From an optimization exercise on the open Yosys and OpenROAD flow, aimed at small area, a short achievable clock period and few clock cycles per item; shortcuts taken in it are not production practice.
Where RTL was checked, it was by simulation tests only, not by an equivalence proof against the original.
Only the layout flow was run in runs 1 to 3 and 6; the RTL was not checked for function there.
No activity file was given, so power comes from the tool's default toggle rates.

==> design/flow/config.mk <==
export PLATFORM = sky130hd
export DESIGN_NAME = framed_target_stepper_sequencer
export DESIGN_NICKNAME = framed_target_stepper_sequencer
export VERILOG_FILES = /design/flow/design.v
export SDC_FILE = /design/flow/constraint.sdc
export NUM_CORES = 4
export LEC_CHECK = 0
export CAP_MARGIN = 20
export CORE_MARGIN = 2
export CORE_UTILIZATION = 40
export SLEW_MARGIN = 20
==> design/flow/constraint.sdc <==
create_clock -name core_clock -period 11.0 [get_ports {aclk}]
set_input_delay 2.2000 -clock core_clock [delete_from_list [all_inputs] [get_ports {aclk}]]
set_output_delay 2.2000 -clock core_clock [all_outputs]
set_load 0.01 [all_outputs]
==> design/flow/design.v <==
package ftss_pkg;
    localparam logic [2:0] PH_IDLE   = 3'd0;
    localparam logic [2:0] PH_Y_OUT  = 3'd1;
    localparam logic [2:0] PH_X_OUT  = 3'd2;
    localparam logic [2:0] PH_PAUSE1 = 3'd3;
    localparam logic [2:0] PH_Y_BACK = 3'd4;
    localparam logic [2:0] PH_X_BACK = 3'd5;
    localparam logic [2:0] PH_PAUSE2 = 3'd6;
    localparam logic [7:0] FRAME_HEADER  = 8'hA5;
    localparam logic [7:0] FRAME_TRAILER = 8'h5B;
    localparam logic [7:0]  RST_ORIGIN_X      = 8'd15;
    localparam logic [7:0]  RST_ORIGIN_Y      = 8'd60;
    localparam logic [21:0] RST_SCALE_X       = 22'd860052;
    localparam logic [21:0] RST_SCALE_Y       = 22'd1147739;
    localparam logic [11:0] RST_STEP_LIMIT    = 12'd2000;
    localparam logic [15:0] RST_HALF_PERIOD_X = 16'd1000;
    localparam logic [15:0] RST_HALF_PERIOD_Y = 16'd650;
    localparam logic [17:0] RST_PAUSE_TICKS   = 18'd200000;
endpackage
module ftss_ks_add #(
    parameter int W = 8
) (
    input  logic [W-1:0] a,
    input  logic [W-1:0] b,
    input  logic         cin,
    output logic [W-1:0] sum,
    output logic         cout
);
    localparam int L = $clog2(W + 1);
    logic [W:0] g [0:L];
    logic [W:0] p [0:L];
    logic [W-1:0] hp;
    assign hp = a ^ b;
    assign g[0] = {a & b, cin};
    assign p[0] = {hp, 1'b0};
    for (genvar k = 0; k < L; k++) begin : g_lvl
        for (genvar i = 0; i <= W; i++) begin : g_bit
            if (i >= (1 << k)) begin : g_op
                assign g[k+1][i] = g[k][i] | (p[k][i] & g[k][i - (1 << k)]);
                assign p[k+1][i] = p[k][i] & p[k][i - (1 << k)];
            end else begin : g_pass
                assign g[k+1][i] = g[k][i];
                assign p[k+1][i] = p[k][i];
            end
        end
    end
    assign sum  = hp ^ g[L][W-1:0];
    assign cout = g[L][W];
endmodule
module framed_target_stepper_sequencer #(
    parameter int STEP_WIDTH = 12
) (
    input  logic        aclk,
    input  logic        aresetn,
    input  logic        s_tvalid,
    output logic        s_tready,
    input  logic [7:0]  s_tdata,
    input  logic        s_tuser,
    output logic        m_tvalid,
    input  logic        m_tready,
    output logic [7:0]  m_tdata,
    input  logic        cfg_valid,
    output logic        cfg_ready,
    input  logic [2:0]  cfg_index,
    input  logic [21:0] cfg_wdata
);
    logic rst_q;
    always_ff @(posedge aclk) rst_q <= !aresetn;
    logic [7:0]  ox, oy;
    logic [21:0] sx, sy;
    logic [11:0] lim;
    logic [15:0] hx, hy;
    logic [17:0] pt;
    logic        cfg_rdy;
    logic [2:0]  cfg_idx_q;
    assign cfg_ready = cfg_rdy;
    always_ff @(posedge aclk) begin
        cfg_rdy   <= aresetn && cfg_valid && !cfg_rdy;
        cfg_idx_q <= cfg_index;
    end
    always_ff @(posedge aclk) begin
        if (rst_q) begin
            ox  <= ftss_pkg::RST_ORIGIN_X;
            oy  <= ftss_pkg::RST_ORIGIN_Y;
            sx  <= ftss_pkg::RST_SCALE_X;
            sy  <= ftss_pkg::RST_SCALE_Y;
            lim <= ftss_pkg::RST_STEP_LIMIT;
            hx  <= ftss_pkg::RST_HALF_PERIOD_X;
            hy  <= ftss_pkg::RST_HALF_PERIOD_Y;
            pt  <= ftss_pkg::RST_PAUSE_TICKS;
        end else if (cfg_rdy) begin
            case (cfg_idx_q)
                3'd0: ox  <= cfg_wdata[7:0];
                3'd1: oy  <= cfg_wdata[7:0];
                3'd2: sx  <= cfg_wdata[21:0];
                3'd3: sy  <= cfg_wdata[21:0];
                3'd4: lim <= cfg_wdata[11:0];
                3'd5: hx  <= cfg_wdata[15:0];
                3'd6: hy  <= cfg_wdata[15:0];
                default: pt <= cfg_wdata[17:0];
            endcase
        end
    end
    logic       rdy, in_v, in_u;
    logic [7:0] in_d;
    logic       in_fire, consume;
    assign s_tready = rdy;
    assign in_fire  = s_tvalid && rdy;
    always_ff @(posedge aclk) begin
        if (in_fire) begin
            in_u <= s_tuser;
            in_d <= s_tdata;
        end
    end
    localparam int YO = 0, XO = 1, P1 = 2, YB = 3, XB = 4, P2 = 5;
    logic [1:0]  cnt;           
    logic        hdr;           
    logic [7:0]  tx, ty;        
    logic [5:0]  ph;
    logic [11:0] ny, nx;        
    logic [11:0] sl;            
    logic [17:0] c1;            
    logic        pulse;
    logic [1:0]  dir;           
    logic        mul_busy;
    logic [3:0]  mcnt;
    logic        seenx, seeny;
    function automatic logic [7:0] enter(logic [5:0] s, logic y_nz, logic x_nz,
                                         logic p_nz, logic [1:0] dir_in);
        logic [5:0] f, r;
        logic       act, fy, fx;
        f   = {p_nz, x_nz, y_nz, p_nz, x_nz, y_nz};
        act = 1'b0;
        fy  = 1'b0;
        fx  = 1'b0;
        for (int j = 0; j < 6; j++) begin
            act = act | s[j];
            if (j == YB) fy = act;
            if (j == XB) fx = act;
            r[j] = act & f[j];
            act  = act & !f[j];
        end
        enter = {r, dir_in[1] ^ fy, dir_in[0] ^ fx};
    endfunction
    logic        is_idle, is_y, is_x, is_p;
    logic [17:0] thr;
    logic        hit;
    logic [7:0]  ent;
    logic [5:0]  e_ph;
    logic        e_y, e_step;
    assign is_idle = !(|ph);
    assign is_y    = ph[YO] | ph[YB];
    assign is_x    = ph[XO] | ph[XB];
    assign is_p    = ph[P1] | ph[P2];
    assign thr     = ({18{is_p}} & pt) | ({18{is_y}} & {2'b00, hy}) | ({18{is_x}} & {2'b00, hx});
    logic cmp_now, eq_inc, hit_q, hit_n;
    ftss_ks_add #(.W(18)) u_cmp (.a(c1), .b(~thr), .cin(1'b1), .sum(), .cout(cmp_now));
    logic [17:0] r_in;
    logic [17:0] eq_bit;
    assign r_in = c1 ^ thr;
    assign eq_bit[0] = r_in[0];
    for (genvar i = 1; i < 18; i++) begin : g_eq
        if (i == 1) begin : g_one
            assign eq_bit[i] = (r_in[1] == c1[0]);
        end else begin : g_rest
            assign eq_bit[i] = (r_in[i] == (c1[i-1] & r_in[i-1]));
        end
    end
    assign eq_inc = &eq_bit;
    logic le1_p, le1_y, le1_x;
    assign le1_p = !(|pt[17:1]);
    assign le1_y = !(|hy[15:1]);
    assign le1_x = !(|hx[15:1]);
    assign hit = hit_q;
    logic [17:0] c1_inc;
    ftss_ks_add #(.W(18)) u_inc (.a(c1), .b(18'd0), .cin(1'b1), .sum(c1_inc), .cout());
    logic [11:0] sl_dec;
    ftss_ks_add #(.W(12)) u_dec (.a(sl), .b(12'hfff), .cin(1'b0), .sum(sl_dec), .cout());
    assign ent    = enter(mul_busy ? 6'b000001 : {ph[4:0], 1'b0}, |ny, |nx, |pt, dir);
    assign e_ph   = ent[7:2];
    assign e_y    = e_ph[YO] | e_ph[YB];
    assign e_step = e_y | e_ph[XO] | e_ph[XB];
    logic [7:0] dx, dy;
    logic       bx, by;
    ftss_ks_add #(.W(8)) u_dx (.a(tx), .b(~ox), .cin(1'b1), .sum(dx), .cout(bx));
    ftss_ks_add #(.W(8)) u_dy (.a(ty), .b(~oy), .cin(1'b1), .sum(dy), .cout(by));
    logic        bitx, bity;
    logic [21:0] accx, accy, sumx, sumy;
    logic        cox, coy;
    assign accx = {nx, c1[9:0]};
    assign accy = {ny, sl[9:0]};
    assign bitx = tx[0] ^ (dir[0] & seenx);
    assign bity = ty[0] ^ (!dir[1] & seeny);
    ftss_ks_add #(.W(22)) u_mx (.a(accx), .b({22{bitx}} & sx), .cin(1'b0), .sum(sumx), .cout(cox));
    ftss_ks_add #(.W(22)) u_my (.a(accy), .b({22{bity}} & sy), .cin(1'b0), .sum(sumy), .cout(coy));
    logic [13:0] px, py;
    logic        gx, gy;
    assign px = accx[21:8];
    assign py = accy[21:8];
    ftss_ks_add #(.W(14)) u_lx (.a({2'b00, lim}), .b(~px), .cin(1'b1), .sum(), .cout(gx));
    ftss_ks_add #(.W(14)) u_ly (.a({2'b00, lim}), .b(~py), .cin(1'b1), .sum(), .cout(gy));
    logic       out_v, skid_v;
    logic [5:0] out_r, skid_r;
    logic       out_fire;
    assign out_fire = out_v && m_tready;
    assign m_tvalid = out_v;
    assign m_tdata  = {2'b00, out_r};
    logic        proc, push, fe, do_enter;
    logic        c1_one, c1_inc_sel;
    logic [1:0]  cnt_n;
    logic        hdr_n;
    logic [7:0]  tx_n, ty_n;
    logic [5:0]  ph_n;
    logic [11:0] ny_n, nx_n, sl_n;
    logic [17:0] c1_n;
    logic        pulse_n;
    logic [1:0]  dir_n;
    logic        mul_busy_n;
    logic [3:0]  mcnt_n;
    logic        seenx_n, seeny_n;
    logic [5:0]  res;
    assign proc = in_v && !skid_v && !mul_busy;
    always_comb begin
        cnt_n      = cnt;
        hdr_n      = hdr;
        tx_n       = tx;
        ty_n       = ty;
        ph_n       = ph;
        ny_n       = ny;
        nx_n       = nx;
        sl_n       = sl;
        c1_n       = c1;
        pulse_n    = pulse;
        dir_n      = dir;
        mul_busy_n = mul_busy;
        mcnt_n     = mcnt;
        seenx_n    = seenx;
        seeny_n    = seeny;
        push       = 1'b0;
        fe         = 1'b0;
        do_enter   = 1'b0;
        consume    = 1'b0;
        c1_one     = 1'b0;
        c1_inc_sel = 1'b0;
        if (mul_busy) begin
            if (!mcnt[3]) begin
                {nx_n, c1_n[9:0]} = {cox, sumx[21:1]};
                {ny_n, sl_n[9:0]} = {coy, sumy[21:1]};
                seenx_n = seenx | tx[0];
                seeny_n = seeny | ty[0];
                tx_n    = {1'b0, tx[7:1]};
                ty_n    = {1'b0, ty[7:1]};
                mcnt_n  = mcnt + 4'd1;
            end else if (!mcnt[0]) begin
                nx_n   = gx ? px[11:0] : lim;
                ny_n   = gy ? py[11:0] : lim;
                mcnt_n = mcnt + 4'd1;
            end else if (!skid_v) begin
                do_enter   = 1'b1;
                c1_n       = 18'd1;
                c1_one     = 1'b1;
                push       = 1'b1;
                mul_busy_n = 1'b0;
            end
        end else if (proc) begin
            consume = 1'b1;
            if (in_u) begin
                push = 1'b1;
                if (!is_idle) begin
                    if (!hit) begin
                        c1_n       = c1_inc;
                        c1_inc_sel = 1'b1;
                    end else begin
                        c1_n   = 18'd1;
                        c1_one = 1'b1;
                        if (is_p) begin
                            do_enter = 1'b1;
                        end else if (pulse) begin
                            pulse_n = 1'b0;
                            sl_n    = sl_dec;
                            if (sl == 12'd1) do_enter = 1'b1;
                        end else begin
                            pulse_n = 1'b1;
                        end
                    end
                end
            end else if (!is_idle) begin
                push  = 1'b1;
                cnt_n = 2'd0;
            end else if (cnt != 2'd3) begin
                push  = 1'b1;
                cnt_n = cnt + 2'd1;
                if (cnt == 2'd0) hdr_n = (in_d == ftss_pkg::FRAME_HEADER);
                if (cnt == 2'd1) tx_n  = in_d;
                if (cnt == 2'd2) ty_n  = in_d;
            end else begin
                cnt_n = 2'd0;
                if (hdr && in_d == ftss_pkg::FRAME_TRAILER) begin
                    mul_busy_n = 1'b1;
                    mcnt_n     = 4'd0;
                    dir_n      = {by, !bx};
                    tx_n       = dx;
                    ty_n       = dy;
                    nx_n       = '0;
                    ny_n       = '0;
                    c1_n[9:0]  = '0;
                    sl_n[9:0]  = '0;
                    seenx_n    = 1'b0;
                    seeny_n    = 1'b0;
                end else begin
                    push = 1'b1;
                    fe   = 1'b1;
                end
            end
        end
        if (do_enter) begin
            ph_n    = e_ph;
            dir_n   = ent[1:0];
            pulse_n = e_step;
            sl_n    = e_y ? ny : nx;
        end
        if (c1_one)
            hit_n = ((ph_n[P1] | ph_n[P2]) & le1_p) | ((ph_n[YO] | ph_n[YB]) & le1_y) |
                    ((ph_n[XO] | ph_n[XB]) & le1_x);
        else if (c1_inc_sel)
            hit_n = cmp_now | eq_inc;
        else
            hit_n = cmp_now;
        res[0] = pulse_n && (ph_n[XO] || ph_n[XB]);
        res[1] = dir_n[0];
        res[2] = pulse_n && (ph_n[YO] || ph_n[YB]);
        res[3] = dir_n[1];
        res[4] = |ph_n;
        res[5] = fe;
    end
    always_ff @(posedge aclk) begin
        tx    <= tx_n;
        ty    <= ty_n;
        ny    <= ny_n;
        nx    <= nx_n;
        sl    <= sl_n;
        c1    <= c1_n;
        pulse <= pulse_n;
        hdr   <= hdr_n;
        mcnt  <= mcnt_n;
        seenx <= seenx_n;
        seeny <= seeny_n;
        hit_q <= hit_n;
        if (rst_q) begin
            cnt      <= 2'd0;
            ph       <= 6'd0;
            dir      <= 2'b00;
            mul_busy <= 1'b0;
        end else begin
            cnt      <= cnt_n;
            ph       <= ph_n;
            dir      <= dir_n;
            mul_busy <= mul_busy_n;
        end
    end
    logic in_v_n, skid_v_n, out_v_n;
    assign in_v_n = !rst_q && (in_fire || (in_v && !consume));
    always_ff @(posedge aclk) begin
        in_v <= in_v_n;
        rdy  <= aresetn && (!in_v_n || (!skid_v_n && !mul_busy_n));
    end
    always_comb begin
        out_v_n  = out_v;
        skid_v_n = skid_v;
        if (skid_v) begin
            if (out_fire) begin
                out_v_n  = 1'b1;
                skid_v_n = 1'b0;
            end
        end else if (!out_v || out_fire) begin
            out_v_n = push;
        end else if (push) begin
            skid_v_n = 1'b1;
        end
        if (!aresetn || rst_q) begin
            out_v_n  = 1'b0;
            skid_v_n = 1'b0;
        end
    end
    always_ff @(posedge aclk) begin
        out_v  <= out_v_n;
        skid_v <= skid_v_n;
        if (skid_v) begin
            if (out_fire) out_r <= skid_r;
        end else if (!out_v || out_fire) begin
            if (push) out_r <= res;
        end else if (push) begin
            skid_r <= res;
        end
    end
endmodule
==> design/flow/run.sh <==
#!/bin/bash
# synth_recipe.tcl (not shown) runs the flow's synth.tcl, then flattens the netlist and writes it again
# the make line also repeats each setting of config.mk as NAME=value (left out here)
make -C /OpenROAD-flow-scripts/flow DESIGN_CONFIG=/design/flow/config.mk WORK_HOME=/design/flow/orfs CLKGATE_MAP_FILE= SYNTH_SCRIPT=/design/flow/synth_recipe.tcl finish
==> flow_summary_export.csv, run 1 <==
group,metric,value,unit
sta,fin_crit,4310,ps
floorplan,die_h,199,um
cts,holdBufCountCts,0,
sta,max_clock_freq,232,MHz
cts,clkLatencyLatePin,560,ps
cts,cts_tree,"done",
synth,async_flop_share,0,
routing,dr.pass1.iters,6,
final_layout,layout_common_cells,"nand2_1 (321), a21oi_1 (167), dfxtp_1 (142)",
floorplan,initial_core_util,0.405,
worst_setup_path,crit_family,"simple AND/OR/NAND/NOR gates",
worst_setup_path,crit_path_end,"out_r[4]",
worst_setup_path,worst-path-stages,12,
final_layout,syn2layout_area_growth,11.8,%
cts,clock-root-buffer,"clkbuf_16",
final_layout,drive_above_1_share,0.0464,
worst_setup_path,crit_required,11310,ps
synth,synth_top_area_share,0.194,
synth,yosysSeqAreaShare,0.383,
pwr,power.total,1.95,mW
synth,synth_edf_count,98,
place,dp_hpwl,32400,um
floorplan,rows,71,
worst_setup_path,critPathCaptureType,"register",
min_path,min-delay-path-class,"reg2reg",
routing,drt-initial-drc-count,935,
run_status,status,"complete, no violations",
sta,slew_violations,0,
synth,netlist_instances,1785,
routing,routed-via-count,13000,
pwr,irDropWorstVdd,110,uV
routing,ant_nets,0,
synth,yosys.cell_types.count,78,
place,gp_congestion,0.896,
cts,clk_transition_reported_paths,60,ps
worst_setup_path,critPathMaxFanout,50,
worst_setup_path,r2r_start,"mul_busy",
worst_setup_path,slowest_stage,"dfxtp_2",
cts,cts_max_path_buffers,3,
worst_setup_path,startpoint,"mul_busy",
grt,grt_pass1_wl,69400,um
pwr,p_leak,6.72,nW
grt,grt_pass1_vias,12500,
final_layout,nets,1959,
routing,drt-total-wl,44300,um
synth,synth_top_area_cell,"edfxtp_1",
worst_setup_path,cp-start-kind,"register",
place,io_buffers,47,
floorplan,dieArea,39600,um^2
worst_setup_path,reg2reg_slack,6690,ps
routing,via_per_inst,5.58,
grt,grt_max_degree,117,
floorplan,ios,50,
sta,rsz0062_at_grt,"false",
worst_setup_path,crit_arrival,4610,ps
final_layout,final_common_cell,"nand2_1",
floorplan,die_x,199,um
routing,wl_per_cell,19.1,um
sta,worst_pin_slew,1120,ps
cts,clkSinkCount,242,
worst_setup_path,crit_type,"reg2reg",
synth,syn-mean-instance-area,8.52,um^2
sta,period_share,0.391,
synth,ys_ff_latch,242,
worst_setup_path,timing.critical_path.buf_inv,3,
cts,h-tree-depth,1,
cts,cts_buffers,28,
synth,dominantRegCellSynth,"dfxtp_1",
sta,finalSetupViolCount,0,
routing,drc_errors,0,
grt,grt.total_usage,0.226,
run,cap_violations,0,
sta,hold_viol,0,
floorplan,core,37600,um^2
worst_setup_path,r2r_end,"out_r[4]",
synth,synth_area_leaders,"edfxtp_1 (19%), dfxtp_1 (19%), ha_1 (11%)",
grt,antenna_found_initial,0,
cts,post-cts-setup-buffers,0,
worst_setup_path,crit_chain,"buf_4, clkinv_1, buf_4, nand2_1, nor2_1, a21oi_4, or2_1, nor2_1, o21ai_0, nand2_1, or3_4, mux2_2",
pwr,power_density,115,nW/um^2
final_layout,insertedDiodeCount,0,
worst_setup_path,max_stage_delay,590,ps
synth,netlist_area,15200,um^2
cts,post_cts_resized,0,
sta,fin_skew,11.0,ps
synth,yosys_warnings,16,
sta,setup-tns-final,0,ps
worst_setup_path,worstRegToRegCells,12,
min_path,hold_path.startpoint,"sx[17]",
grt,grt_overflow_total,0,
sta,relSlewSlack,0.255,
[layout make-up]
class | instances | area, um^2
clock buffers | 33 | 772
multi-input cells | 1376 | 8740
clock inverters | 19 | 123
repair buffers | 63 | 598
inverters | 78 | 293
well taps | 511 | 639
fillers | 3731 | 20600
flip-flops and latches | 242 | 5830
[how the worst min path moves through the flow]
stage	end	cells after the start
floorplan	sx[2]	2
global placement	sy[7]	2
detailed placement	sx[14]	2
CTS	sy[12]	2
global route	sx[14]	2
finish	sx[17]	2
[registers in the layout (all words and copies together) (netlist names), 2 cells and up]
| name | count |
|---|---|
| tx | 8 |
| skid_r | 6 |
| ty | 8 |
| sx | 22 |
| dir | 2 |
| sy | 22 |
| cnt | 2 |
| hx | 16 |
| sl | 12 |
| c1 | 18 |
| nx | 12 |
| out_r | 6 |
| oy | 8 |
| ox | 8 |
| ph | 6 |
| cfg_idx_q | 3 |
| hy | 16 |
| pt | 18 |
| lim | 12 |
| mcnt | 4 |
| in_d | 8 |
| ny | 12 |
[worst min-delay path, stage by stage (launching register included)]
cell and delay, ps:
dfxtp_1 300, nand2_1 50, a21oi_1 50
[metal layers]
| layer | vias up | share of wire | global-route usage |
|---|---|---|---|
| met4 | 0 | 0.026 | 0.0685 |
| met3 | 68 | 0.064 | 0.0278 |
| met2 | 395 | 0.47 | 0.376 |
| li1 | 6328 | - | - |
| met5 | - | 0 | 0 |
| met1 | 6165 | 0.44 | 0.305 |
[stage by stage]
| stage | instances | instance area, um^2 | hold slack, ps | util | setup WS [ps] |
|---|---|---|---|---|---|
| 2_1_floorplan | 1786 | 15200 | 429 | - | 7270 |
| 3_3_place_gp | 2269 | 16100 | 437 | 0.428 | 6670 |
| 3_5_place_dp | 2269 | 16100 | 443 | 0.428 | 6510 |
| 4_1_cts | 2321 | 17000 | 452 | 0.452 | 6480 |
| 5_1_grt | 2322 | 17000 | 474 | 0.452 | 6400 |
| 6_report | 2322 | 17000 | 449 | 0.452 | 6690 |
[cells in the mapped netlist (7+ instances only)]
master	count
a211o_1	10
a211oi_1	16
a21o_1	28
a21oi_1	167
a221oi_1	10
a222oi_1	16
and2_1	8
clkbuf_1	73
clkbuf_2	7
dfxtp_1	144
edfxtp_1	98
ha_1	128
inv_1	77
mux2i_1	13
nand2_1	321
nand2b_1	20
nand3_1	25
nand3b_1	46
nand4_1	16
nor2_1	123
nor2b_1	67
nor3_1	28
nor4_1	22
o211a_1	7
o211ai_1	10
o21a_1	29
o21ai_0	75
o22ai_1	9
or3_1	7
xnor2_1	43
xor2_1	39
[power by group]
part	leakage [nW]	total, mW	internal [mW]	switching [mW]
Clock	0.438	0.911	0.523	0.388
Sequential	2.08	0.951	0.940	0.0113
Combinational	4.20	0.0908	0.0365	0.0542
[kinds of logic after synthesis]
group                      Yosys count  synth area share
adders and majority gates          131             0.109
buffers and inverters              168            0.0439
xor gates and xnor gates            83            0.0483
AOI/OAI and AO/OA                  433             0.182
other                                1          0.000247
and+or+nand+nor                    707             0.219
DFF                                242             0.383
muxes                               20            0.0137
==> run 2, diff against run 1 <==
--- a/design/flow/design.v
+++ b/design/flow/design.v
@@ -49,2 +49,35 @@
 endmodule
+module ftss_bk_add #(
+    parameter int W = 8
+) (
+    input  logic [W-1:0] a,
+    input  logic [W-1:0] b,
+    input  logic         cin,
+    output logic [W-1:0] sum,
+    output logic         cout
+);
+    localparam int N = W + 1;
+    localparam int L = $clog2(N);
+    logic [W-1:0] hp;
+    logic [N-1:0] g, p;
+    assign hp = a ^ b;
+    always_comb begin
+        g = {a & b, cin};
+        p = {hp, 1'b0};
+        for (int d = 0; d < L; d++) begin
+            for (int i = (2 << d) - 1; i < N; i += (2 << d)) begin
+                g[i] = g[i] | (p[i] & g[i - (1 << d)]);
+                p[i] = p[i] & p[i - (1 << d)];
+            end
+        end
+        for (int d = L - 2; d >= 0; d--) begin
+            for (int i = 3 * (1 << d) - 1; i < N; i += (2 << d)) begin
+                g[i] = g[i] | (p[i] & g[i - (1 << d)]);
+                p[i] = p[i] & p[i - (1 << d)];
+            end
+        end
+    end
+    assign sum  = hp ^ g[W-1:0];
+    assign cout = g[W];
+endmodule
 module framed_target_stepper_sequencer #(
@@ -156,3 +189,3 @@
     logic cmp_now, eq_inc, hit_q, hit_n;
-    ftss_ks_add #(.W(18)) u_cmp (.a(c1), .b(~thr), .cin(1'b1), .sum(), .cout(cmp_now));
+    ftss_bk_add #(.W(18)) u_cmp (.a(c1), .b(~thr), .cin(1'b1), .sum(), .cout(cmp_now));
     logic [17:0] r_in;
@@ -175,5 +208,5 @@
     logic [17:0] c1_inc;
-    ftss_ks_add #(.W(18)) u_inc (.a(c1), .b(18'd0), .cin(1'b1), .sum(c1_inc), .cout());
+    ftss_bk_add #(.W(18)) u_inc (.a(c1), .b(18'd0), .cin(1'b1), .sum(c1_inc), .cout());
     logic [11:0] sl_dec;
-    ftss_ks_add #(.W(12)) u_dec (.a(sl), .b(12'hfff), .cin(1'b0), .sum(sl_dec), .cout());
+    ftss_bk_add #(.W(12)) u_dec (.a(sl), .b(12'hfff), .cin(1'b0), .sum(sl_dec), .cout());
     assign ent    = enter(mul_busy ? 6'b000001 : {ph[4:0], 1'b0}, |ny, |nx, |pt, dir);
@@ -184,4 +217,4 @@
     logic       bx, by;
-    ftss_ks_add #(.W(8)) u_dx (.a(tx), .b(~ox), .cin(1'b1), .sum(dx), .cout(bx));
-    ftss_ks_add #(.W(8)) u_dy (.a(ty), .b(~oy), .cin(1'b1), .sum(dy), .cout(by));
+    ftss_bk_add #(.W(8)) u_dx (.a(tx), .b(~ox), .cin(1'b1), .sum(dx), .cout(bx));
+    ftss_bk_add #(.W(8)) u_dy (.a(ty), .b(~oy), .cin(1'b1), .sum(dy), .cout(by));
     logic        bitx, bity;
@@ -191,4 +224,5 @@
     assign accy = {ny, sl[9:0]};
-    assign bitx = tx[0] ^ (dir[0] & seenx);
-    assign bity = ty[0] ^ (!dir[1] & seeny);
+    logic        bxq, byq, bxq_n, byq_n;
+    assign bitx = bxq;
+    assign bity = byq;
     ftss_ks_add #(.W(22)) u_mx (.a(accx), .b({22{bitx}} & sx), .cin(1'b0), .sum(sumx), .cout(cox));
@@ -199,4 +233,4 @@
     assign py = accy[21:8];
-    ftss_ks_add #(.W(14)) u_lx (.a({2'b00, lim}), .b(~px), .cin(1'b1), .sum(), .cout(gx));
-    ftss_ks_add #(.W(14)) u_ly (.a({2'b00, lim}), .b(~py), .cin(1'b1), .sum(), .cout(gy));
+    ftss_bk_add #(.W(14)) u_lx (.a({2'b00, lim}), .b(~px), .cin(1'b1), .sum(), .cout(gx));
+    ftss_bk_add #(.W(14)) u_ly (.a({2'b00, lim}), .b(~py), .cin(1'b1), .sum(), .cout(gy));
     logic       out_v, skid_v;
@@ -238,2 +272,4 @@
         seeny_n    = seeny;
+        bxq_n      = tx[1] ^ (dir[0] & (seenx | tx[0]));
+        byq_n      = ty[1] ^ (!dir[1] & (seeny | ty[0]));
         push       = 1'b0;
@@ -309,2 +345,4 @@
                     seeny_n    = 1'b0;
+                    bxq_n      = dx[0];
+                    byq_n      = dy[0];
                 end else begin
@@ -348,2 +386,4 @@
         hit_q <= hit_n;
+        bxq   <= bxq_n;
+        byq   <= byq_n;
         if (rst_q) begin
==> run 2 against run 1 <==
Still clean. Routed wire length fell by 0.49%. Hold slack barely moved. Via count fell by 2.0%. Clock skew rose by 24 ps. Register-to-register slack improved by 570 ps. Critical endpoint is now cfg_ready. Largest power group unchanged.
==> flow_summary_export.csv, run 2 <==
group,metric,value,unit
worst_setup_path,crit_required,8800,ps
final_layout,layout_common_cells,"nand2_1 (300), a21oi_1 (179), dfxtp_1 (144)",
grt,grt_overflow_total,0,
place,dp_hpwl,32200,um
grt,grt_max_degree,71,
cts,post_cts_resized,0,
final_layout,design_area,16900,um^2
run_status,status,"complete, no violations",
sta,rsz0062_at_grt,"false",
worst_setup_path,cp-start-kind,"register",
sta,slew_violations,0,
routing,ant_nets,0,
grt,grt_pass1_wl,69200,um
floorplan,dieArea,39300,um^2
worst_setup_path,critPathCaptureType,"primary output",
final_layout,num-fill-cells,3671,
final_layout,top_regs,"sx (22), sy (22)",
pwr,p_leak,6.77,nW
run,cap_violations,0,
synth,synth_top_area_cell,"edfxtp_1",
final_layout,fin_util,0.453,
synth,yosys.cell_types.count,68,
place,gp_congestion,0.878,
sta,setup-tns-final,0,ps
worst_setup_path,timing.critical_path.buf_inv,1,
sta,finalSetupViolCount,0,
synth,synth_top_area_share,0.195,
synth,syn-mean-instance-area,8.71,um^2
synth,async_flop_share,0,
worst_setup_path,crit_path_end,"cfg_ready",
synth,netlist_instances,1734,
routing,routed-via-count,12700,
worst_setup_path,crit_type,"reg2out",
synth,synth_area_leaders,"edfxtp_1 (19%), dfxtp_1 (19%), ha_1 (11%)",
cts,h-tree-depth,1,
cts,post-cts-setup-buffers,0,
synth,synth_common_cells,"nand2_1 (300), a21oi_1 (179), dfxtp_1 (146), ha_1 (129), nor2_1 (107)",
cts,holdBufCountCts,0,
sta,whs,449,ps
final_layout,multi_input_area,8620,um^2
worst_setup_path,r2r_start,"byq",
cts,clkLatencyLatePin,560,ps
worst_setup_path,startpoint,"cfg_rdy",
synth,synth_most_common_cell,"nand2_1",
floorplan,core,37400,um^2
synth,yosys_warnings,8,
grt,grt.total_usage,0.227,
synth,yosysSeqAreaShare,0.388,
worst_setup_path,reg2reg_slack,7260,ps
cts,clkSinkCount,244,
pwr,power_density,117,nW/um^2
floorplan,initial_core_util,0.404,
cts,clock-root-buffer,"clkbuf_16",
routing,dr.pass1.iters,6,
cts,cts_tree,"done",
final_layout,syn2layout_area_growth,12.2,%
worst_setup_path,crit_chain,"clkdlybuf4s50_1",
cts,clk_transition_reported_paths,60,ps
worst_setup_path,critPathMaxFanout,8,
routing,via_per_inst,5.59,
sta,fin_skew,34.7,ps
worst_setup_path,r2r_end,"ny[11]",
synth,synth_edf_count,98,
floorplan,die_x,198,um
grt,grt_pass1_vias,12200,
sta,max_clock_freq,260,MHz
routing,drc_errors,0,
routing,wl_per_cell,19.4,um
cts,cts_max_path_buffers,3,
place,io_buffers,47,
worst_setup_path,crit_family,"buffers and inverters",
floorplan,rows,71,
pwr,irDropWorstVdd,117,uV
worst_setup_path,slowest_stage,"clkdlybuf4s50_1",
worst_setup_path,crit_arrival,1650,ps
final_layout,register_area,5870,um^2
sta,fin_crit,3850,ps
place,placed_cell_area,16000,um^2
synth,netlist_area,15100,um^2
floorplan,die_h,198,um
cts,cts_buffers,28,
min_path,min-delay-path-class,"reg2reg",
sta,worst_pin_slew,1040,ps
routing,drt-initial-drc-count,1198,
final_layout,insertedDiodeCount,0,
worst_setup_path,worstRegToRegCells,10,
grt,antenna_found_initial,0,
worst_setup_path,worst-path-stages,1,
sta,relSlewSlack,0.302,
final_layout,nets,1920,
floorplan,ios,50,
routing,drt-total-wl,44100,um
synth,dominantRegCellSynth,"dfxtp_1",
synth,ys_ff_latch,244,
sta,hold_viol,0,
worst_setup_path,max_stage_delay,640,ps
final_layout,final_common_cell,"nand2_1",
sta,period_share,0.350,
final_layout,drive_above_1_share,0.0483,
-- run 2: cell types whose count changed after synthesis, sizes merged, moves of 12 or more --
cell,change
nor2b,-42
and2,+38
nand2,-21
o21a,-21
o21ai,-17
nor2,-16
xnor2,-12
-- run 2: through the flow --
step	power [mW]	setup slack, ps	std cells
final	1.99	7150	2272
after global routing	2.05	7010	2272
after CTS	2.00	7130	2271
after detailed placement	1.08	7320	2219
after global placement	1.07	7340	2219
after floorplan	1.03	7980	1735
-- run 2: how the worst min path moves through the flow --
stage / startpoint / to / depth (start not counted)
detailed placement: sx[13] / sx[13] / 2
floorplan: sy[20] / sy[20] / 2
finish: sx[13] / sx[13] / 2
global placement: sx[17] / sx[17] / 2
global route: sx[13] / sx[13] / 2
CTS: sx[13] / sx[13] / 2
-- run 2: kinds of logic (layout without fill, tap and decap cells) --
group	count (synthesis)	count (layout)	synth area share
and+or+nand+nor	668	668	0.210
AOI/OAI and AO/OA	414	414	0.174
DFF	244	244	0.388
buffers and inverters	166	192	0.0429
adders and majority gates	142	142	0.124
xor gates and xnor gates	70	70	0.0406
muxes	29	29	0.0197
other	1	2	0.000248
-- run 2: layer usage --
metal  vias to the layer above  GRT usage  share of wire
li1                       6182          -              -
met1                      6035      0.311           0.46
met2                       395      0.370           0.46
met3                        84     0.0310          0.055
met4                         0     0.0691          0.033
met5                         -          0              0
-- run 2: power by group --
part	internal (mW)	total (mW)	switching (mW)
registers	0.948	0.962	0.0145
logic	0.0400	0.0946	0.0547
clock network	0.552	0.930	0.378
-- run 2: area by class of cell --
type,count,share of cell area
well taps,511,0.0377
clock inverters,2,0.00126
clock buffers,50,0.0534
flip-flops and latches,244,0.346
repair buffers,65,0.0360
multi-input cells,1325,0.509
inverters,75,0.0166
==> run 3, diff against run 2 <==
--- a/design/flow/design.v
+++ b/design/flow/design.v
@@ -113,24 +113,30 @@
     end
+    logic [21:0] wd_lo, wd_hi;
+    logic [7:0]  cfg_we;
+    assign wd_lo = cfg_wdata & ~{22{rst_q}};
+    assign wd_hi = cfg_wdata | {22{rst_q}};
+    function automatic logic [21:0] wd_rst(logic [21:0] rv, logic [21:0] lo, logic [21:0] hi);
+        wd_rst = (rv & hi) | (~rv & lo);
+    endfunction
+    logic [21:0] d_ox, d_oy, d_sx, d_sy, d_lim, d_hx, d_hy, d_pt;
+    assign d_ox  = wd_rst(22'(ftss_pkg::RST_ORIGIN_X), wd_lo, wd_hi);
+    assign d_oy  = wd_rst(22'(ftss_pkg::RST_ORIGIN_Y), wd_lo, wd_hi);
+    assign d_sx  = wd_rst(ftss_pkg::RST_SCALE_X, wd_lo, wd_hi);
+    assign d_sy  = wd_rst(ftss_pkg::RST_SCALE_Y, wd_lo, wd_hi);
+    assign d_lim = wd_rst(22'(ftss_pkg::RST_STEP_LIMIT), wd_lo, wd_hi);
+    assign d_hx  = wd_rst(22'(ftss_pkg::RST_HALF_PERIOD_X), wd_lo, wd_hi);
+    assign d_hy  = wd_rst(22'(ftss_pkg::RST_HALF_PERIOD_Y), wd_lo, wd_hi);
+    assign d_pt  = wd_rst(22'(ftss_pkg::RST_PAUSE_TICKS), wd_lo, wd_hi);
+    always_comb begin
+        for (int k = 0; k < 8; k++) cfg_we[k] = rst_q || (cfg_rdy && cfg_idx_q == 3'(k));
+    end
     always_ff @(posedge aclk) begin
-        if (rst_q) begin
-            ox  <= ftss_pkg::RST_ORIGIN_X;
-            oy  <= ftss_pkg::RST_ORIGIN_Y;
-            sx  <= ftss_pkg::RST_SCALE_X;
-            sy  <= ftss_pkg::RST_SCALE_Y;
-            lim <= ftss_pkg::RST_STEP_LIMIT;
-            hx  <= ftss_pkg::RST_HALF_PERIOD_X;
-            hy  <= ftss_pkg::RST_HALF_PERIOD_Y;
-            pt  <= ftss_pkg::RST_PAUSE_TICKS;
-        end else if (cfg_rdy) begin
-            case (cfg_idx_q)
-                3'd0: ox  <= cfg_wdata[7:0];
-                3'd1: oy  <= cfg_wdata[7:0];
-                3'd2: sx  <= cfg_wdata[21:0];
-                3'd3: sy  <= cfg_wdata[21:0];
-                3'd4: lim <= cfg_wdata[11:0];
-                3'd5: hx  <= cfg_wdata[15:0];
-                3'd6: hy  <= cfg_wdata[15:0];
-                default: pt <= cfg_wdata[17:0];
-            endcase
-        end
+        if (cfg_we[0]) ox  <= d_ox[7:0];
+        if (cfg_we[1]) oy  <= d_oy[7:0];
+        if (cfg_we[2]) sx  <= d_sx;
+        if (cfg_we[3]) sy  <= d_sy;
+        if (cfg_we[4]) lim <= d_lim[11:0];
+        if (cfg_we[5]) hx  <= d_hx[15:0];
+        if (cfg_we[6]) hy  <= d_hy[15:0];
+        if (cfg_we[7]) pt  <= d_pt[17:0];
     end
@@ -255,3 +261,4 @@
     logic [5:0]  res;
-    assign proc = in_v && !skid_v && !mul_busy;
+    logic proc_q, mit_q, mmin_q, mend_q;
+    assign proc = proc_q;
     always_comb begin
@@ -280,23 +287,24 @@
         c1_inc_sel = 1'b0;
-        if (mul_busy) begin
-            if (!mcnt[3]) begin
-                {nx_n, c1_n[9:0]} = {cox, sumx[21:1]};
-                {ny_n, sl_n[9:0]} = {coy, sumy[21:1]};
-                seenx_n = seenx | tx[0];
-                seeny_n = seeny | ty[0];
-                tx_n    = {1'b0, tx[7:1]};
-                ty_n    = {1'b0, ty[7:1]};
-                mcnt_n  = mcnt + 4'd1;
-            end else if (!mcnt[0]) begin
-                nx_n   = gx ? px[11:0] : lim;
-                ny_n   = gy ? py[11:0] : lim;
-                mcnt_n = mcnt + 4'd1;
-            end else if (!skid_v) begin
-                do_enter   = 1'b1;
-                c1_n       = 18'd1;
-                c1_one     = 1'b1;
-                push       = 1'b1;
-                mul_busy_n = 1'b0;
-            end
-        end else if (proc) begin
+        if (mit_q) begin
+            {nx_n, c1_n[9:0]} = {cox, sumx[21:1]};
+            {ny_n, sl_n[9:0]} = {coy, sumy[21:1]};
+            seenx_n = seenx | tx[0];
+            seeny_n = seeny | ty[0];
+            tx_n    = {1'b0, tx[7:1]};
+            ty_n    = {1'b0, ty[7:1]};
+            mcnt_n  = mcnt + 4'd1;
+        end
+        if (mmin_q) begin
+            nx_n   = gx ? px[11:0] : lim;
+            ny_n   = gy ? py[11:0] : lim;
+            mcnt_n = mcnt + 4'd1;
+        end
+        if (mend_q) begin
+            do_enter   = 1'b1;
+            c1_n       = 18'd1;
+            c1_one     = 1'b1;
+            push       = 1'b1;
+            mul_busy_n = 1'b0;
+        end
+        if (proc) begin
             consume = 1'b1;
@@ -403,2 +411,15 @@
     always_ff @(posedge aclk) begin
+        if (rst_q) begin
+            proc_q <= 1'b0;
+            mit_q  <= 1'b0;
+            mmin_q <= 1'b0;
+            mend_q <= 1'b0;
+        end else begin
+            proc_q <= in_v_n && !skid_v_n && !mul_busy_n;
+            mit_q  <= mul_busy_n && !mcnt_n[3];
+            mmin_q <= mul_busy_n && (mcnt_n == 4'd8);
+            mend_q <= mul_busy_n && (mcnt_n == 4'd9) && !skid_v_n;
+        end
+    end
+    always_ff @(posedge aclk) begin
         in_v <= in_v_n;
==> design/flow/flow/run.sh (new file) <==
#!/bin/bash
# Standard ORFS layout, with plain buffers (not delay buffers) on the ports.
set -euo pipefail
cfg=${FLOW_CONFIG:-config.mk}
cat flow/extra.mk >> "$cfg"
bash standard.sh finish > std_flow.log 2>&1
==> design/flow/flow/extra.mk (new file) <==
export BUFFER_PORTS_ARGS = -buffer_cell sky130_fd_sc_hd__buf_2
==> design/flow/standard.sh (new file) <==
#!/bin/bash
# synth_recipe.tcl (not shown) runs the flow's synth.tcl, then flattens the netlist and writes it again
# the make line also repeats each setting of config.mk as NAME=value (left out here)
make -C /OpenROAD-flow-scripts/flow DESIGN_CONFIG=/design/flow/config.mk WORK_HOME=/design/flow/orfs CLKGATE_MAP_FILE= SYNTH_SCRIPT=/design/flow/synth_recipe.tcl "${@:-finish}"
--- a/design/flow/config.mk
+++ b/design/flow/config.mk
@@ -11 +11,2 @@
 export SLEW_MARGIN = 20
+export BUFFER_PORTS_ARGS = -buffer_cell sky130_fd_sc_hd__buf_2
removed: design/flow/run.sh
==> run 3 against run 2 <==
Sequential power is 12% higher. Combinational power grew to 2.8 times the previous value. Critical path depth unchanged. Critical path type unchanged. Final cell count shrank 11%. Setup slack better by 350 ps. Highest routed layer unchanged. Via count shrank 8.6%.
==> flow_summary_export.csv, run 3 <==
group,metric,value,unit
synth,yosysSeqAreaShare,0.427,
sta,fin_skew,13.2,ps
worst_setup_path,slowest_stage,"dfxtp_1",
final_layout,layout_common_cells,"edfxtp_1 (146), ha_1 (129), nor2_1 (117)",
synth,dominantRegCellSynth,"edfxtp_1",
floorplan,die_x,198,um
final_layout,insertedDiodeCount,0,
sta,whs,463,ps
cts,clock-root-buffer,"clkbuf_16",
grt,use_met1,0.300,
sta,hold_viol,0,
sta,max_clock_freq,286,MHz
final_layout,drive_above_1_share,0.0962,
synth,synth_top_area_share,0.291,
min_path,hold_path_end,"ph[5]",
routing,via_per_inst,5.74,
sta,fin_crit,3500,ps
worst_setup_path,worstRegToRegCells,9,
run_status,status,"complete, no violations",
grt,grt_max_degree,62,
floorplan,rows,71,
cts,cts_max_path_buffers,3,
sta,finalSetupViolCount,0,
worst_setup_path,crit_type,"reg2out",
worst_setup_path,max_stage_delay,550,ps
routing,drt-total-wl,41600,um
grt,grt_use_met3,0.0192,
synth,async_flop_share,0,
worst_setup_path,r2r_start,"ph[2]",
cts,clkSinkCount,248,
final_layout,syn2layout_area_growth,9.77,%
sta,relSlewSlack,0.247,
synth,yosys.cell_types.count,83,
cts,h-tree-depth,1,
sta,setup-tns-final,0,ps
floorplan,ios,50,
synth,synth_most_common_cell,"edfxtp_1",
floorplan,core,37300,um^2
min_path,min_path_cells,2,
synth,synth_area_leaders,"edfxtp_1 (29%), dfxtp_1 (14%), ha_1 (11%)",
final_layout,final_common_cell,"edfxtp_1",
sta,rsz0062_at_grt,"false",
min_path,hold_path.startpoint,"ph[5]",
place,placedCellCount,1973,
worst_setup_path,crit_chain,"buf_2",
routing,ant_nets,0,
grt,grt.busiest_layer,"met2",
cts,clkLatencyLatePin,550,ps
cts,holdBufCountCts,0,
pwr,p_leak,6.62,nW
synth,synth_common_cells,"edfxtp_1 (146), ha_1 (129), nor2_1 (119), a21oi_1 (109), dfxtp_1 (102)",
min_path,min-delay-path-class,"reg2reg",
worst_setup_path,r2r_end,"out_r[1]",
grt,globalRouteMet2Util,0.355,
worst_setup_path,critPathCaptureType,"primary output",
pwr,irDropWorstVdd,118,uV
cts,cts_tree,"done",
final_layout,final_cells,2023,
place,dp_hpwl,31100,um
worst_setup_path,reg2reg_slack,7500,ps
routing,drt-initial-drc-count,838,
floorplan,initial_core_util,0.403,
sta,slew_violations,0,
grt,grt_overflow_total,0,
synth,netlist_area,15000,um^2
floorplan,die_h,198,um
place,io_buffers,47,
worst_setup_path,crit_required,8800,ps
final_layout,top_regs,"sx (22), sy (22)",
synth,synth_top_area_cell,"edfxtp_1",
grt,antenna_found_initial,1,
cts,clk_transition_reported_paths,60,ps
grt,grt_pass1_wl,64900,um
floorplan,dieArea,39200,um^2
pwr,power_density,134,nW/um^2
sta,period_share,0.318,
worst_setup_path,critPathMaxFanout,7,
cts,cts_buffers,27,
final_layout,nets,1709,
worst_setup_path,timing.critical_path.buf_inv,1,
routing,drc_errors,0,
routing,dr.pass1.iters,6,
routing,wl_per_cell,20.6,um
synth,netlist_instances,1509,
synth,syn-mean-instance-area,9.97,um^2
grt,grt.total_usage,0.214,
routing,routed-via-count,11600,
sta,worst_pin_slew,1130,ps
cts,post-cts-setup-buffers,0,
grt,grt_pass1_vias,11200,
final_layout,num-fill-cells,3566,
worst_setup_path,crit_arrival,1300,ps
place,gp_congestion,0.887,
worst_setup_path,cp-start-kind,"register",
synth,ys_ff_latch,248,
synth,synth_edf_count,146,
worst_setup_path,crit_family,"flip-flops",
run,cap_violations,0,
synth,yosys_warnings,8,
cts,post_cts_resized,0,
## run 3: cell types whose count changed in the layout (fill, tap and decap cells not counted), sizes merged, moves of 37 or more
cell           previous run  this run
buf                      18        55
clkdlybuf4s50            47         0
a21oi                   179       109
edfxtp                   98       146
nand2                   300        76
nand3b                   45         1
dfxtp                   146       102
## run 3: worst min-delay path, stage by stage, from the launching register on
cell and delay [ps]:
dfxtp_1 320, nand2_1 50, a21oi_1 50
## run 3: cell families after synthesis
logic type | after synthesis | share of synthesized area
AND/OR/NAND/NOR | 450 | 0.157
AO/OA/AOI/OAI | 403 | 0.177
flip-flops | 248 | 0.427
buffers and inverters | 148 | 0.0393
adder cells (fa/ha/maj) | 142 | 0.125
XOR/XNOR | 59 | 0.0344
multiplexers | 58 | 0.0395
other | 1 | 0.000249
## run 3: cell type report
cell class,count,area (um^2),area share
tap,474,593,0.0359
sequential,248,6430,0.389
clock inverter,15,105,0.00637
clock buffer,35,716,0.0433
timing repair buffer,55,295,0.0179
inverter,82,308,0.0186
multi-input combinational,1114,8060,0.488
## run 3: routing by layer
layer | up-vias | wire, um
met5 | - | 0
met4 | 0 | 898
met3 | 57 | 2030
met2 | 306 | 19500
met1 | 5612 | 19200
li1 | 5634 | -
## run 3: stage by stage
step                      power (mW)   util  area [um^2]  setup slack (ps)
after floorplan                 1.28      -        15000              7640
after global placement          1.36  0.420        15700              7240
after detailed placement        1.37  0.420        15700              7550
after CTS                       2.22  0.442        16500              7470
after global routing            2.30  0.442        16500              7240
final                           2.21  0.442        16500              7500
## run 3: worst max-delay path by stage
stage	from	to	slack, ps	cells past startpoint
detailed placement	ph[2]	out_r[1]	7550	9
CTS	cfg_rdy	cfg_ready	7470	1
finish	cfg_rdy	cfg_ready	7500	1
floorplan	m_tready	skid_r[0]	7640	1
global placement	m_tready	skid_r[3]	7240	2
global route	byq	ny[9]	7240	10
## run 3: where the power goes
| part | internal [mW] | switching [mW] | total [mW] |
|---|---|---|---|
| Combinational | 0.116 | 0.151 | 0.267 |
| Clock | 0.482 | 0.373 | 0.855 |
| Sequential | 1.04 | 0.0484 | 1.08 |
| Total | 1.63 | 0.573 | 2.21 |
==> run 4, diff against run 3 <==
--- a/design/flow/design.v
+++ b/design/flow/design.v
@@ -28,3 +28,3 @@
 );
-    localparam int L = $clog2(W + 1);
+    localparam int L = (W + 1 > 16) ? 5 : (W + 1 > 8) ? 4 : (W + 1 > 4) ? 3 : 2;
     logic [W:0] g [0:L];
@@ -59,3 +59,3 @@
     localparam int N = W + 1;
-    localparam int L = $clog2(N);
+    localparam int L = (N > 16) ? 5 : (N > 8) ? 4 : (N > 4) ? 3 : 2;
     logic [W-1:0] hp;
==> run 4 against run 3 <==
Fmax stayed put. Clock power hardly changed. Clock skew stayed put. Sequential share of layout area stayed put. First-iteration DRC count stayed put. Utilization stayed put. Via count stayed put. Total power stayed put. Final cell count stayed put. Critical path type unchanged. Highest routed layer unchanged.
==> flow_summary_export.csv, run 4 <==
group,metric,value,unit
synth,synth_area_leaders,"edfxtp_1 (29%), dfxtp_1 (14%), ha_1 (11%)",
final_layout,nets,1709,
final_layout,design_area,16500,um^2
synth,synth_top_area_share,0.291,
synth,ys_ff_latch,248,
worst_setup_path,crit_required,8800,ps
sta,rsz0062_at_grt,"false",
worst_setup_path,critPathMaxFanout,7,
routing,ant_nets,0,
place,io_buffers,47,
synth,synth_common_cells,"edfxtp_1 (146), ha_1 (129), nor2_1 (119), a21oi_1 (109), dfxtp_1 (102)",
sta,fin_crit,3500,ps
routing,dr.pass1.iters,6,
cts,cts_tree,"done",
final_layout,insertedDiodeCount,0,
routing,via_per_inst,5.74,
final_layout,fin_util,0.442,
pwr,power_density,134,nW/um^2
run,cap_violations,0,
cts,h-tree-depth,1,
place,placed_cell_area,15700,um^2
pwr,irDropWorstVdd,118,uV
synth,yosys.cell_types.count,83,
grt,grt_max_degree,62,
worst_setup_path,timing.critical_path.buf_inv,1,
grt,antenna_found_initial,1,
grt,grt_overflow_total,0,
worst_setup_path,crit_type,"reg2out",
final_layout,layout_common_cells,"edfxtp_1 (146), ha_1 (129), nor2_1 (117)",
floorplan,rows,71,
floorplan,ios,50,
grt,grt_pass1_vias,11200,
sta,finalSetupViolCount,0,
synth,yosysSeqAreaShare,0.427,
cts,clkSinkCount,248,
sta,hold_viol,0,
cts,holdBufCountCts,0,
worst_setup_path,slowest_stage,"dfxtp_1",
worst_setup_path,max_stage_delay,550,ps
sta,period_share,0.318,
worst_setup_path,crit_family,"flip-flops",
synth,dominantRegCellSynth,"edfxtp_1",
grt,grt_pass1_wl,64900,um
cts,post-cts-setup-buffers,0,
sta,worst_pin_slew,1130,ps
final_layout,num-fill-cells,3566,
pwr,p_leak,6.62,nW
min_path,min-delay-path-class,"reg2reg",
synth,syn-mean-instance-area,9.97,um^2
routing,drc_errors,0,
final_layout,drive_above_1_share,0.0962,
floorplan,dieArea,39200,um^2
sta,setup-tns-final,0,ps
sta,relSlewSlack,0.247,
cts,clk_transition_reported_paths,60,ps
worst_setup_path,critPathCaptureType,"primary output",
cts,clkLatencyLatePin,550,ps
synth,synth_most_common_cell,"edfxtp_1",
cts,cts_buffers,27,
floorplan,die_h,198,um
final_layout,syn2layout_area_growth,9.77,%
synth,yosys_warnings,8,
routing,drt-total-wl,41600,um
sta,fin_skew,13.2,ps
worst_setup_path,cp-start-kind,"register",
sta,max_clock_freq,286,MHz
final_layout,top_regs,"sx (22), sy (22)",
cts,cts_max_path_buffers,3,
worst_setup_path,crit_arrival,1300,ps
sta,slew_violations,0,
floorplan,die_x,198,um
synth,netlist_area,15000,um^2
floorplan,core,37300,um^2
cts,clock-root-buffer,"clkbuf_16",
synth,synth_top_area_cell,"edfxtp_1",
synth,synth_edf_count,146,
final_layout,final_common_cell,"edfxtp_1",
routing,routed-via-count,11600,
cts,post_cts_resized,0,
routing,drt-initial-drc-count,838,
routing,wl_per_cell,20.6,um
synth,netlist_instances,1509,
synth,async_flop_share,0,
grt,grt.total_usage,0.214,
place,gp_congestion,0.887,
worst_setup_path,crit_chain,"buf_2",
run_status,status,"complete, no violations",
place,dp_hpwl,31100,um
floorplan,initial_core_util,0.403,
run 4: kinds of logic (layout without fill, tap and decap cells):
kind of cell / Yosys count / after routing / synth area share
AOI/OAI and AO/OA: 403 / 403 / 0.177
xor gates and xnor gates: 59 / 59 / 0.0344
adders and majority gates: 142 / 142 / 0.125
buffers and inverters: 148 / 187 / 0.0393
DFF: 248 / 248 / 0.427
muxes: 58 / 58 / 0.0395
other: 1 / 2 / 0.000249
and+or+nand+nor: 450 / 450 / 0.157
run 4: final timing paths:
path | startpoint | depth (start not counted) | to | slack (ps)
max reg2reg | ph[2] | 9 | out_r[1] | 7500
min reg2reg | ph[5] | 2 | ph[5] | 460
max | cfg_rdy | 1 | cfg_ready | 7500
min | ph[5] | 2 | ph[5] | 460
run 4: power breakdown:
part / internal, mW / total (mW) / switching, mW
clock: 0.482 / 0.855 / 0.373
sequential: 1.04 / 1.08 / 0.0484
combinational: 0.116 / 0.267 / 0.151
run 4: per-stage QoR:
| step | std cells | setup WS, ps | hold WS [ps] | power, mW |
|---|---|---|---|---|
| after floorplan | 1510 | 7640 | 431 | 1.28 |
| final | 2023 | 7500 | 463 | 2.21 |
| after global routing | 2023 | 7240 | 478 | 2.30 |
| after CTS | 2023 | 7470 | 463 | 2.22 |
| after global placement | 1973 | 7240 | 444 | 1.36 |
| after detailed placement | 1973 | 7550 | 455 | 1.37 |
run 4: layout make-up:
class                           instances  area, um^2  area share
Multi-Input combinational cell       1114        8060       0.488
Sequential cell                       248        6430       0.389
Clock buffer                           35         716      0.0433
Tap cell                              474         593      0.0359
Inverter                               82         308      0.0186
Timing Repair Buffer                   55         295      0.0179
Clock inverter                         15         105     0.00637
run 4: per-layer routing:
metal | wire length [um] | GRT usage
met1 | 19200 | 0.300
met2 | 19500 | 0.355
met3 | 2030 | 0.0192
met4 | 898 | 0.0588
met5 | 0 | 0
Testbench counts of run 4, summed over its fixed seeds: cycles 160,236, items 160,000.
==> run 5, diff against run 4 <==
==> design/flow/flow/extra.mk (replaced) <==
export BUFFER_PORTS_ARGS = -buffer_cell sky130_fd_sc_hd__buf_2
export SETUP_SLACK_MARGIN = 7.6
--- a/design/flow/config.mk
+++ b/design/flow/config.mk
@@ -12 +12,2 @@
 export BUFFER_PORTS_ARGS = -buffer_cell sky130_fd_sc_hd__buf_2
+export SETUP_SLACK_MARGIN = 7.6
==> run 5 against run 4 <==
Critical endpoint unchanged. Setup slack better by 140 ps. Final cell count rose by 0.15%. Still clean on timing, DRC and antenna. Clock skew fell by 1.4 ps.
==> flow_summary_export.csv, run 5 <==
group,metric,value,unit
run_status,status,"complete, no violations",
synth,synth_top_area_cell,"edfxtp_1",
grt,grt_pass1_vias,11200,
pwr,irDropWorstVdd,118,uV
worst_setup_path,crit_path_end,"cfg_ready",
floorplan,die_x,198,um
synth,synth_edf_count,146,
worst_setup_path,reg2reg_slack,7790,ps
routing,dr.pass1.iters,7,
synth,yosys.cell_types.count,83,
worst_setup_path,r2r_end,"hit_q",
sta,relSlewSlack,0.256,
sta,fin_skew,11.8,ps
routing,wl_met1,19300,um
synth,async_flop_share,0,
cts,clock-root-buffer,"clkbuf_16",
floorplan,core,37300,um^2
worst_setup_path,crit_type,"reg2out",
worst_setup_path,critPathMaxFanout,7,
final_layout,drive_above_1_share,0.101,
place,placed_cell_area,15700,um^2
worst_setup_path,max_stage_delay,440,ps
worst_setup_path,r2r_start,"ph[2]",
synth,netlist_instances,1509,
grt,grt.total_usage,0.214,
synth,synth_area_leaders,"edfxtp_1 (29%), dfxtp_1 (14%), ha_1 (11%)",
synth,synth_common_cells,"edfxtp_1 (146), ha_1 (129), nor2_1 (119), a21oi_1 (109), dfxtp_1 (102)",
place,io_buffers,47,
worst_setup_path,crit_chain,"buf_2",
place,gp_congestion,0.887,
sta,period_share,0.306,
synth,synth_most_common_cell,"edfxtp_1",
grt,grt_max_degree,62,
synth,yosysSeqAreaShare,0.427,
cts,cts_max_path_buffers,3,
worst_setup_path,worst-path-stages,1,
routing,routed-via-count,11600,
floorplan,die_h,198,um
pwr,power_density,133,nW/um^2
cts,cts_buffers,27,
cts,clkLatencyLatePin,550,ps
cts,clk_transition_reported_paths,60,ps
final_layout,syn2layout_area_growth,9.99,%
floorplan,ios,50,
final_layout,fin_util,0.443,
pwr,power.total,2.21,mW
sta,whs,464,ps
sta,fin_crit,3370,ps
min_path,min-delay-path-class,"reg2reg",
final_layout,layout_common_cells,"edfxtp_1 (146), ha_1 (129), nor2_1 (117)",
place,dp_hpwl,31100,um
routing,drc_errors,0,
synth,netlist_area,15000,um^2
sta,slew_violations,0,
sta,worst_pin_slew,1120,ps
worst_setup_path,crit_required,8800,ps
pwr,p_leak,6.62,nW
cts,cts_tree,"done",
cts,clkSinkCount,248,
floorplan,dieArea,39200,um^2
synth,dominantRegCellSynth,"edfxtp_1",
routing,wl_per_cell,20.6,um
worst_setup_path,cp-start-kind,"register",
routing,wl_met3,2020,um
worst_setup_path,crit_family,"flip-flops",
final_layout,design_area,16500,um^2
run,cap_violations,0,
cts,holdBufCountCts,0,
cts,h-tree-depth,1,
routing,drt-total-wl,41700,um
floorplan,rows,71,
sta,hold_viol,0,
worst_setup_path,timing.critical_path.buf_inv,1,
grt,grt_overflow_total,0,
routing,met2_length,19500,um
worst_setup_path,startpoint,"cfg_rdy",
synth,syn-mean-instance-area,9.97,um^2
floorplan,initial_core_util,0.403,
worst_setup_path,slowest_stage,"dfxtp_2",
grt,antenna_found_initial,1,
sta,setup-tns-final,0,ps
worst_setup_path,worstRegToRegCells,11,
synth,synth_top_area_share,0.291,
routing,top_layer_used,"met4",
final_layout,final_common_cell,"edfxtp_1",
sta,finalSetupViolCount,0,
synth,ys_ff_latch,248,
worst_setup_path,critPathCaptureType,"primary output",
routing,via_per_inst,5.73,
final_layout,top_regs,"sx (22), sy (22)",
final_layout,nets,1711,
worst_setup_path,crit_arrival,1170,ps
grt,grt_pass1_wl,64900,um
routing,drt-initial-drc-count,845,
routing,ant_nets,0,
sta,max_clock_freq,297,MHz
sta,rsz0062_at_grt,"true",
synth,yosys_warnings,8,
## run 5: cell counts after synthesis
No cell type changed its count.
## run 5: kinds of logic after synthesis
kind of cell	share of synthesized area
and+or+nand+nor	0.157
other	0.000249
AOI/OAI and AO/OA	0.177
xor gates and xnor gates	0.0344
DFF	0.427
buffers and inverters	0.0393
adders and majority gates	0.125
muxes	0.0395
## run 5: worst min path at each step
stage,start,endpoint,slack (ps),cells past startpoint
2_1_floorplan,seenx,seenx,430,2
5_1_grt,ph[5],ph[5],480,2
3_5_place_dp,seeny,seeny,460,2
3_3_place_gp,seenx,seenx,440,2
6_report,ph[5],ph[5],460,2
4_1_cts,ph[5],ph[5],460,2
## run 5: per-stage QoR
stage	instances	setup WS, ps
after floorplan	1510	7640
after global placement	1973	7240
after detailed placement	1973	7550
after CTS	2023	7610
after global routing	2025	7600
final	2026	7630
## run 5: final cells by class
class	count	area (um^2)
multi-input cells	1114	8080
repair buffers	57	310
clock buffers	35	716
diodes	1	2.50
clock inverters	15	105
flip-flops and latches	248	6430
well taps	474	593
fillers	3565	20800
inverters	82	308
## run 5: repair_timing
item	4_1_cts	5_1_grt
pin swaps	0	3
buffers inserted	0	2
setup endpoints to repair	9	4
gates resized for setup	4	3
## run 5: power by group
group          internal (mW)  switching [mW]
clock network          0.482           0.375
logic                  0.116           0.151
registers               1.04          0.0486
## run 5: metal layers
metal,up-vias,track usage
met5,-,0
met2,307,0.355
met3,58,0.0192
met1,5614,0.300
li1,5632,-
met4,0,0.0588
==> run 6, diff against run 5 <==
--- a/design/flow/design.v
+++ b/design/flow/design.v
@@ -157,3 +157,5 @@
     logic [7:0]  tx, ty;        
-    logic [5:0]  ph;
+    logic [2:0]  typ;           
+    logic        bk;            
+    logic [5:0]  ph;            
     logic [11:0] ny, nx;        
@@ -189,6 +191,7 @@
     logic        e_y, e_step;
-    assign is_idle = !(|ph);
-    assign is_y    = ph[YO] | ph[YB];
-    assign is_x    = ph[XO] | ph[XB];
-    assign is_p    = ph[P1] | ph[P2];
+    assign ph      = {typ & {3{bk}}, typ & {3{!bk}}};
+    assign is_idle = !(|typ);
+    assign is_y    = typ[0];
+    assign is_x    = typ[1];
+    assign is_p    = typ[2];
     assign thr     = ({18{is_p}} & pt) | ({18{is_y}} & {2'b00, hy}) | ({18{is_x}} & {2'b00, hx});
@@ -253,2 +256,4 @@
     logic [5:0]  ph_n;
+    logic [2:0]  typ_n;
+    logic        bk_n;
     logic [11:0] ny_n, nx_n, sl_n;
@@ -367,5 +372,6 @@
         end
+        typ_n = {ph_n[P1] | ph_n[P2], ph_n[XO] | ph_n[XB], ph_n[YO] | ph_n[YB]};
+        bk_n  = ph_n[YB] | ph_n[XB] | ph_n[P2];
         if (c1_one)
-            hit_n = ((ph_n[P1] | ph_n[P2]) & le1_p) | ((ph_n[YO] | ph_n[YB]) & le1_y) |
-                    ((ph_n[XO] | ph_n[XB]) & le1_x);
+            hit_n = (typ_n[2] & le1_p) | (typ_n[0] & le1_y) | (typ_n[1] & le1_x);
         else if (c1_inc_sel)
@@ -374,7 +380,7 @@
             hit_n = cmp_now;
-        res[0] = pulse_n && (ph_n[XO] || ph_n[XB]);
+        res[0] = pulse_n && typ_n[1];
         res[1] = dir_n[0];
-        res[2] = pulse_n && (ph_n[YO] || ph_n[YB]);
+        res[2] = pulse_n && typ_n[0];
         res[3] = dir_n[1];
-        res[4] = |ph_n;
+        res[4] = |typ_n;
         res[5] = fe;
@@ -398,3 +404,4 @@
             cnt      <= 2'd0;
-            ph       <= 6'd0;
+            typ      <= 3'd0;
+            bk       <= 1'b0;
             dir      <= 2'b00;
@@ -403,3 +410,4 @@
             cnt      <= cnt_n;
-            ph       <= ph_n;
+            typ      <= typ_n;
+            bk       <= bk_n;
             dir      <= dir_n;
==> design/flow/flow/extra.mk (replaced) <==
export BUFFER_PORTS_ARGS = -buffer_cell sky130_fd_sc_hd__buf_2
export SETUP_SLACK_MARGIN = 8.0
--- a/design/flow/config.mk
+++ b/design/flow/config.mk
@@ -12,2 +12,2 @@
 export BUFFER_PORTS_ARGS = -buffer_cell sky130_fd_sc_hd__buf_2
-export SETUP_SLACK_MARGIN = 7.6
+export SETUP_SLACK_MARGIN = 8.0
==> run 6 against run 5 <==
Setup slack better by 92 ps. Critical path type unchanged. Combinational power down 18%. Utilization up 0.93 points. Non-clock buffer count up 6. Fmax up 2.8%. Clock power up 0.5%.
==> flow_summary_export.csv, run 6 <==
group,metric,value,unit
synth,synth_edf_count,146,
cts,clock-root-buffer,"clkbuf_16",
synth,dominantRegCellSynth,"edfxtp_1",
synth,netlist_area,15000,um^2
final_layout,design_area,16600,um^2
pwr,irDropWorstVdd,125,uV
sta,period_share,0.298,
grt,grt.total_usage,0.218,
grt,grt_pass1_wl,65400,um
final_layout,num-fill-cells,3441,
worst_setup_path,crit_required,8800,ps
synth,ys_ff_latch,246,
worst_setup_path,max_stage_delay,380,ps
final_layout,top_regs,"sx (22), sy (22)",
synth,syn-mean-instance-area,10.1,um^2
worst_setup_path,crit_chain,"buf_2",
final_layout,layout_common_cells,"edfxtp_1 (146), ha_1 (129), inv_1 (92), nand2_1 (92), dfxtp_1 (90)",
routing,wl_met1,19100,um
grt,grt_max_degree,60,
pwr,power_density,129,nW/um^2
synth,synth_top_area_cell,"edfxtp_1",
worst_setup_path,crit_family,"flip-flops",
synth,synth_top_area_share,0.293,
cts,clk_transition_reported_paths,60,ps
synth,synth_most_common_cell,"edfxtp_1",
final_layout,final_common_cell,"edfxtp_1",
cts,clkSinkCount,246,
sta,relSlewSlack,0.405,
worst_setup_path,crit_arrival,1070,ps
sta,whs,456,ps
worst_setup_path,slowest_stage,"edfxtp_1",
routing,via_per_inst,5.83,
grt,grt_overflow_total,0,
grt,grt_pass1_vias,11400,
pwr,p_leak,6.62,nW
floorplan,dieArea,39000,um^2
routing,dr.pass1.iters,7,
run,cap_violations,0,
synth,netlist_instances,1486,
routing,top_layer_used,"met4",
cts,cts_buffers,26,
routing,drc_errors,0,
cts,clkLatencyLatePin,540,ps
place,io_buffers,47,
routing,drt-total-wl,42500,um
routing,wl_met3,2550,um
synth,yosys_warnings,8,
run_status,status,"complete, no violations",
floorplan,die_h,197,um
sta,setup-tns-final,0,ps
cts,h-tree-depth,1,
sta,rsz0062_at_grt,"true",
worst_setup_path,worstRegToRegCells,10,
routing,routed-via-count,11700,
sta,fin_crit,3270,ps
synth,async_flop_share,0,
synth,synth_area_leaders,"edfxtp_1 (29%), dfxtp_1 (13%), ha_1 (11%)",
sta,max_clock_freq,305,MHz
worst_setup_path,worst-path-stages,1,
worst_setup_path,critPathMaxFanout,1,
sta,fin_skew,12.1,ps
worst_setup_path,reg2reg_slack,8100,ps
place,gp_congestion,0.937,
routing,drt-initial-drc-count,1065,
final_layout,fin_util,0.453,
sta,finalSetupViolCount,0,
worst_setup_path,timing.critical_path.buf_inv,1,
min_path,min-delay-path-class,"reg2reg",
worst_setup_path,critPathCaptureType,"primary output",
final_layout,nets,1698,
final_layout,insertedDiodeCount,0,
floorplan,core,36700,um^2
synth,yosysSeqAreaShare,0.427,
worst_setup_path,crit_type,"reg2out",
floorplan,die_x,197,um
sta,slew_violations,0,
grt,antenna_found_initial,2,
sta,worst_pin_slew,885,ps
routing,ant_nets,0,
min_path,min_path_cells,1,
floorplan,rows,70,
routing,wl_per_cell,21.2,um
cts,cts_tree,"done",
worst_setup_path,cp-start-kind,"register",
final_layout,drive_above_1_share,0.116,
place,placed_cell_area,15600,um^2
synth,synth_common_cells,"edfxtp_1 (146), ha_1 (129), dfxtp_1 (100), inv_1 (92), nand2_1 (92)",
place,dp_hpwl,32100,um
floorplan,initial_core_util,0.408,
final_layout,multi_input_area,8060,um^2
final_layout,register_area,6410,um^2
sta,hold_viol,0,
floorplan,ios,50,
routing,met2_length,19300,um
cts,cts_max_path_buffers,3,
final_layout,syn2layout_area_growth,11.0,%
synth,yosys.cell_types.count,88,
## run 6: power by group
part / internal [mW] / total, mW / switching (mW)
clock: 0.497 / 0.861 / 0.365
combinational: 0.0927 / 0.220 / 0.127
sequential: 1.02 / 1.07 / 0.0417
total: 1.61 / 2.15 / 0.534
## run 6: timing repair
item,4_1_cts,5_1_grt
setup endpoints to repair,39,30
hold buffers,0,0
pin swaps,1,7
buffers inserted,1,5
gates resized for setup,15,18
## run 6: layer usage
layer  vias to the layer above  global-route usage
li1                       5596                   -
met4                         0              0.0766
met3                        79              0.0277
met1                      5658               0.302
met2                       363               0.351
met5                         -                   0
## run 6: kinds of logic after synthesis
logic type	synth area share
simple gates	0.152
compound gates	0.181
flops	0.427
buf+inv	0.0412
fa+ha+maj	0.125
mux	0.0412
xor+xnor	0.0316
other cells	0.000251
## run 6: layout make-up
class | instances | area share
Tap cell | 468 | 0.0352
Timing Repair Buffer | 63 | 0.0225
Inverter | 93 | 0.0210
Sequential cell | 246 | 0.386
Clock buffer | 37 | 0.0450
Clock inverter | 11 | 0.00542
Multi-Input combinational cell | 1087 | 0.485
## run 6: worst paths after layout
kind	start	to
setup / recovery	out_r[3]	m_tdata[3]
hold / removal	cfg_rdy	cfg_rdy
setup reg to reg	sy[7]	ny[9]
hold reg to reg	cfg_rdy	cfg_rdy
## run 6: metrics by stage
stage | std cells | setup WS [ps] | power, mW
6_report | 2005 | 7730 | 2.15
5_1_grt | 2005 | 7680 | 2.23
4_1_cts | 2000 | 7690 | 2.16
3_5_place_dp | 1951 | 7680 | 1.30
3_3_place_gp | 1951 | 7790 | 1.29
2_1_floorplan | 1487 | 8040 | 1.22

Setup slack of run 6, layout unchanged: 7.726 ns with ideal ports, 7.676 ns with driving cells assumed (clock clkbuf_16, inputs buf_2), 7.798 ns with port delays also shifted by the 0.582 ns mid clock arrival.
